What follows belongs to an exercise in optimizing a design on an open flow for small area, a short achievable clock period and few clock cycles; a production flow would make more cautious choices.
Only simulation tests tie the RTL to the original design; equivalence was not proved.
Power figures rest on the tool's default switching activity, not on a simulated workload.

== main ==
==> flow/design.v <==
module arc4_gen #(
  parameter int KEY_BYTES  = 3,
  parameter int ADDR_W     = 8,
  parameter int DROP_BYTES = 256
) (
  input  logic                   clk,
  input  logic                   rst,
  input  logic                   en,
  output logic                   rdy,
  output logic                   done,
  input  logic [8*KEY_BYTES-1:0] key,
  output logic [ADDR_W-1:0]      ct_addr,
  input  logic [7:0]             ct_rddata,
  output logic [ADDR_W-1:0]      pt_addr,
  output logic [7:0]             pt_wrdata,
  output logic                   pt_wren
);
  localparam int KW = 8 * KEY_BYTES;
  logic r_idle;    
  logic r_done;
  logic r_first;   
  logic r_ksa;     
  logic r_prga;    
  logic r_nop1;    
  logic r_vb;      
  logic r_vc;
  logic r_vd;
  logic r_len0;
  logic [7:0]        r_o;       
  logic [7:0]        r_i;       
  logic [7:0]        r_oa;      
  logic [7:0]        r_ctr;     
  logic [7:0]        r_q;       
  logic [7:0]        r_lm1;     
  logic [KW-1:0]     r_key;     
  logic [7:0]        r_si;      
  logic [7:0]        r_si2;
  logic              r_fwd;     
  logic [7:0]        r_jr;      
  logic [15:0]       r_jh;      
  logic [15:0]       r_jl;
  logic [7:0]        r_sj;      
  logic [7:0]        r_tb2;     
  logic [15:0]       r_th;      
  logic [15:0]       r_tl;
  logic [7:0]        r_tx;      
  logic              r_fi;      
  logic              r_fj;      
  logic [ADDR_W-1:0] r_pt_addr;
  logic [7:0]        r_pt_wrdata;
  logic              r_pt_wren;
  logic [255:0][7:0] r_s;
  logic       w_step;
  logic [7:0] w_s1;
  logic [7:0] w_si;
  logic [7:0] w_kn;
  logic [7:0] w_jr;
  logic [7:0] w_qn;
  logic [7:0] w_jlog;
  logic [7:0] w_xo;
  logic [7:0] w_rb;
  logic [7:0] w_t1;
  logic [7:0] w_tlog;
  logic [7:0] w_rd;
  logic [7:0] w_ks;
  logic [254:0] w_sel;
  logic       w_last;
  logic       w_end;
  logic       w_next_idle;
  assign rdy       = r_idle;
  assign done      = r_done;
  assign ct_addr   = ADDR_W'(r_ctr);
  assign pt_addr   = r_pt_addr;
  assign pt_wrdata = r_pt_wrdata;
  assign pt_wren   = r_pt_wren;
  function automatic logic [7:0] add2(input logic [7:0] a, input logic [7:0] b);
    logic [7:0] g, p, gg, pp;
    g = a & b;
    p = a ^ b;
    gg = g;
    pp = p;
    for (int l = 0; l < 3; l++)
      for (int k = 7; k >= 1; k--)
        if (k >= (1 << l)) begin
          gg[k] = gg[k] | (pp[k] & gg[k-(1<<l)]);
          pp[k] = pp[k] & pp[k-(1<<l)];
        end
    add2 = p ^ {gg[6:0], 1'b0};
  endfunction
  function automatic logic [7:0] add3(input logic [7:0] a, input logic [7:0] b,
                                      input logic [7:0] c);
    add3 = add2(a ^ b ^ c, {(a[6:0] & b[6:0]) | (a[6:0] & c[6:0]) | (b[6:0] & c[6:0]), 1'b0});
  endfunction
  function automatic logic [15:0] onehot4(input logic [3:0] v);
    for (int k = 0; k < 16; k++) onehot4[k] = (v == 4'(k));
  endfunction
  function automatic logic [7:0] rd(input logic [255:0][7:0] s,
                                    input logic [15:0] h, input logic [15:0] l);
    logic [7:0] g;
    rd = 8'd0;
    for (int a = 0; a < 16; a++) begin
      g = 8'd0;
      for (int b = 0; b < 16; b++) g = g | (s[(16*a + b + 255) % 256] & {8{l[b]}});
      rd = rd | (g & {8{h[a]}});
    end
  endfunction
  assign w_step = r_ksa | r_prga;
  assign w_s1   = r_s[1] ^ ~r_i;                 
  assign w_si   = r_fwd ? r_si : w_s1;
  assign w_jr   = r_fwd ? add2(r_q, r_si) : add2(r_q, w_s1);   
  assign w_kn   = r_ksa ? r_key[KW-9 -: 8] : 8'hFF;
  assign w_qn   = r_fwd ? add3(r_q, r_si, w_kn) : add3(r_q, w_s1, w_kn);
  assign w_jlog = add2(r_jr, r_oa);
  assign w_xo   = r_idle ? 8'h00 : (r_si ^ w_jlog);     
  assign w_rb   = rd(r_s, r_jh, r_jl);
  always_comb begin
    for (int q = 0; q < 255; q++)
      w_sel[q] = r_jh[((q + 2) % 256) / 16] & r_jl[(q + 2) % 16];
  end
  assign w_t1   = add2(r_tb2, r_sj);             
  assign w_tlog = add2(r_si2, r_sj);             
  assign w_rd = rd(r_s, r_th, r_tl) ^ r_tx;
  assign w_ks = r_fi ? r_si2 : (r_fj ? r_sj : w_rd);
  always_ff @(posedge clk) begin
    for (int q = 0; q < 255; q++)
      r_s[q] <= ~(w_sel[q] ? ((q % 2 == 1) ? w_xo : ~w_xo) : r_s[q+1]);
    r_s[255] <= r_idle ? 8'hFF : (w_rb ^ w_jlog ^ r_o ^ {8{r_jr[0]}});
  end
  assign w_last      = r_ksa & (r_o == 8'hFE) & r_len0;    
  assign w_end       = r_vd & ~r_vc;                         
  assign w_next_idle = rst | (r_idle & ~en) | w_last | w_end;
  always_ff @(posedge clk) begin
    r_fwd <= w_step & (w_jr == 8'd2);
    r_si  <= w_si;
    r_jr  <= w_step ? w_jr : 8'd1;
    r_jh  <= w_next_idle ? 16'hFFFF : (w_step ? onehot4(w_jr[7:4]) : 16'h0001);
    r_jl  <= w_next_idle ? 16'hFFFF : (w_step ? onehot4(w_jr[3:0]) : 16'h0002);
    r_q   <= r_idle ? key[KW-1 -: 8] + 8'd1 : (w_step ? w_qn : 8'd0);
    r_oa  <= r_idle ? 8'hFE : r_o;
    r_o   <= r_idle ? 8'hFF : r_o + 8'd1;
    r_i   <= r_idle ? 8'h00 : r_i + 8'd1;
    for (int b = 0; b < KEY_BYTES; b++)
      if (r_idle) r_key[8*b +: 8] <= key[8*b +: 8] - 8'd1;
    if (!r_idle) r_key <= {r_key[KW-9:0], r_key[KW-1 -: 8]};
    r_si2 <= r_si;
    r_sj  <= w_rb ^ w_jlog ^ {8{~r_jr[0]}};
    r_tb2 <= r_si + ~r_o;
    r_th  <= onehot4(w_t1[7:4]);
    r_tl  <= onehot4(w_t1[3:0]);
    r_tx  <= w_tlog ^ {8{~w_t1[0]}};
    r_fi  <= (w_t1 == 8'd0);
    r_fj  <= (w_t1 == r_q);
    if (r_first) begin
      r_lm1  <= ct_rddata - 8'd1;
      r_len0 <= (ct_rddata == 8'd0);
    end
  end
  always_ff @(posedge clk) begin
    if (rst) begin
      r_idle      <= 1'b1;
      r_done      <= 1'b0;
      r_first     <= 1'b0;
      r_ksa       <= 1'b0;
      r_prga      <= 1'b0;
      r_nop1      <= 1'b0;
      r_vb        <= 1'b0;
      r_vc        <= 1'b0;
      r_vd        <= 1'b0;
      r_ctr       <= '0;
      r_pt_addr   <= '0;
      r_pt_wrdata <= '0;
      r_pt_wren   <= 1'b0;
    end else begin
      r_done      <= 1'b0;
      r_first     <= 1'b0;
      r_vb        <= r_prga;
      r_vc        <= r_vb;
      r_vd        <= r_vc;
      r_pt_wren   <= r_first | r_vd;
      r_pt_addr   <= r_first ? '0 : ADDR_W'(r_ctr + 8'hFF);
      r_pt_wrdata <= ct_rddata ^ (r_vd ? w_ks : 8'd0);
      r_ctr       <= (r_idle | w_last | w_end) ? 8'h00 :
                     r_first ? 8'hFF : r_ctr + 8'd1;
      r_nop1      <= r_ksa & (r_o == 8'hFE) & ~r_len0;
      if (r_idle && en) begin
        r_idle  <= 1'b0;
        r_ksa   <= 1'b1;
        r_first <= 1'b1;
      end
      if (r_ksa && r_o == 8'hFE) r_ksa <= 1'b0;
      if (r_nop1) r_prga <= 1'b1;
      if (r_prga && r_o == r_lm1) r_prga <= 1'b0;
      if (w_last || w_end) begin
        r_done <= 1'b1;
        r_idle <= 1'b1;
        r_ksa  <= 1'b0;
        r_prga <= 1'b0;
      end
    end
  end
endmodule
export LEC_CHECK = 0
export CAP_MARGIN = 40
export CORE_MARGIN = 2
export CORE_UTILIZATION = 45
export CTS_CLUSTER_DIAMETER = 90
export CTS_CLUSTER_SIZE = 25
export PLACE_DENSITY = 0.55
export SETUP_SLACK_MARGIN = 5
export SLEW_MARGIN = 20
create_clock -name core_clock -period 10.0 [get_ports {clk}]
standard.sh (not shown) runs the stock make flow with config.mk's settings and CLKGATE_MAP_FILE= SYNTH_SCRIPT=/design/flow/synth_recipe.tcl, a recipe that flattens the netlist after the stock synthesis.
==> flow/flow/run.sh <==
#!/bin/bash
set -o pipefail
MARGIN=6.5
sed -e 's/ SETUP_SLACK_MARGIN=[^ ]*//' \
    -e "s/\"\${@:-finish}\"/SETUP_SLACK_MARGIN=$MARGIN \"\${@:-finish}\"/" \
    standard.sh > standard_margin.sh
bash standard_margin.sh > standard.log 2>&1
main finished every stage and its layout cleared the timing, design-rule and antenna checks.
Testbench counts of main, summed over its fixed seeds: cycles 44,067.
> inputs changed (main -> the feature branch)
# main
export LEC_CHECK = 0
export CAP_MARGIN = 40
export CORE_MARGIN = 2
export CORE_UTILIZATION = 45
export CTS_CLUSTER_DIAMETER = 90
export CTS_CLUSTER_SIZE = 25
export PLACE_DENSITY = 0.55
export SETUP_SLACK_MARGIN = 5
export SLEW_MARGIN = 20
create_clock -name core_clock -period 10.0 [get_ports {clk}]
# the feature branch
export LEC_CHECK = 0
export CAP_MARGIN = 40
export CORE_MARGIN = 2
export CORE_UTILIZATION = 50
export PLACE_DENSITY = 0.6
export SETUP_SLACK_MARGIN = 5
export SLEW_MARGIN = 20
create_clock -name core_clock -period 10.0 [get_ports {clk}]
==> flow/run.sh (new file) <==
#!/bin/bash
# synth_recipe.tcl (not shown) runs the flow's synth.tcl, then flattens the netlist and writes it again
# the make line also repeats each setting of config.mk as NAME=value (left out here)
make -C /OpenROAD-flow-scripts/flow DESIGN_CONFIG=/design/flow/config.mk WORK_HOME=/design/flow/orfs CLKGATE_MAP_FILE= SYNTH_SCRIPT=/design/flow/synth_recipe.tcl finish
removed: flow/flow/run.sh
removed: flow/standard.sh
--- outcome ---
The feature branch completed end to end with timing, DRC and antenna clean.
Per the comparison of the feature branch with main, required arrival time at the worst endpoint shows an increase of 0.02 ns, multi-input gate share of the layout cell area shows an increase of 0.69 points.
The share of the clock period used by the worst path after layout reported for the feature branch is greater than that of main by 14 points.
Re cell area after synthesis: no difference whatsoever between the feature branch and main.
Changes observed in the feature branch relative to main: final area now sits lower, area occupied by registers now sits at about the same level, maximum frequency now sits lower, power now sits higher, global-route usage now sits lower.

==> afterwards: timing with drivers on the ports <==
In the flow no input, the clock included, has a driving cell. The finished layouts below were timed again as built, in two steps. Step 1: set_driving_cell puts a clkbuf_16 on clk and a buf_2 on each other input, an assumption about the parent block. Step 2 moves the port delays by t, midway between the first and last clock arrival at a register: inputs arrive t later, outputs are due t later. That takes back most of the time a late clock gives input paths. a / b / c = ideal ports / drivers / drivers and shift; a / b = the first two.
run	t (ns)	slack for setup (ns)	cell pins on the clock port's net
main	0.943	6.025 / 6.025 / 5.855	1
the feature branch	0.976	4.650 / 4.650 / 4.650	1
After both steps every run listed still meets setup and hold. For main, which loses most, drivers alone change the setup slack by 0.000 ns; drivers and shift together by -0.170 ns.
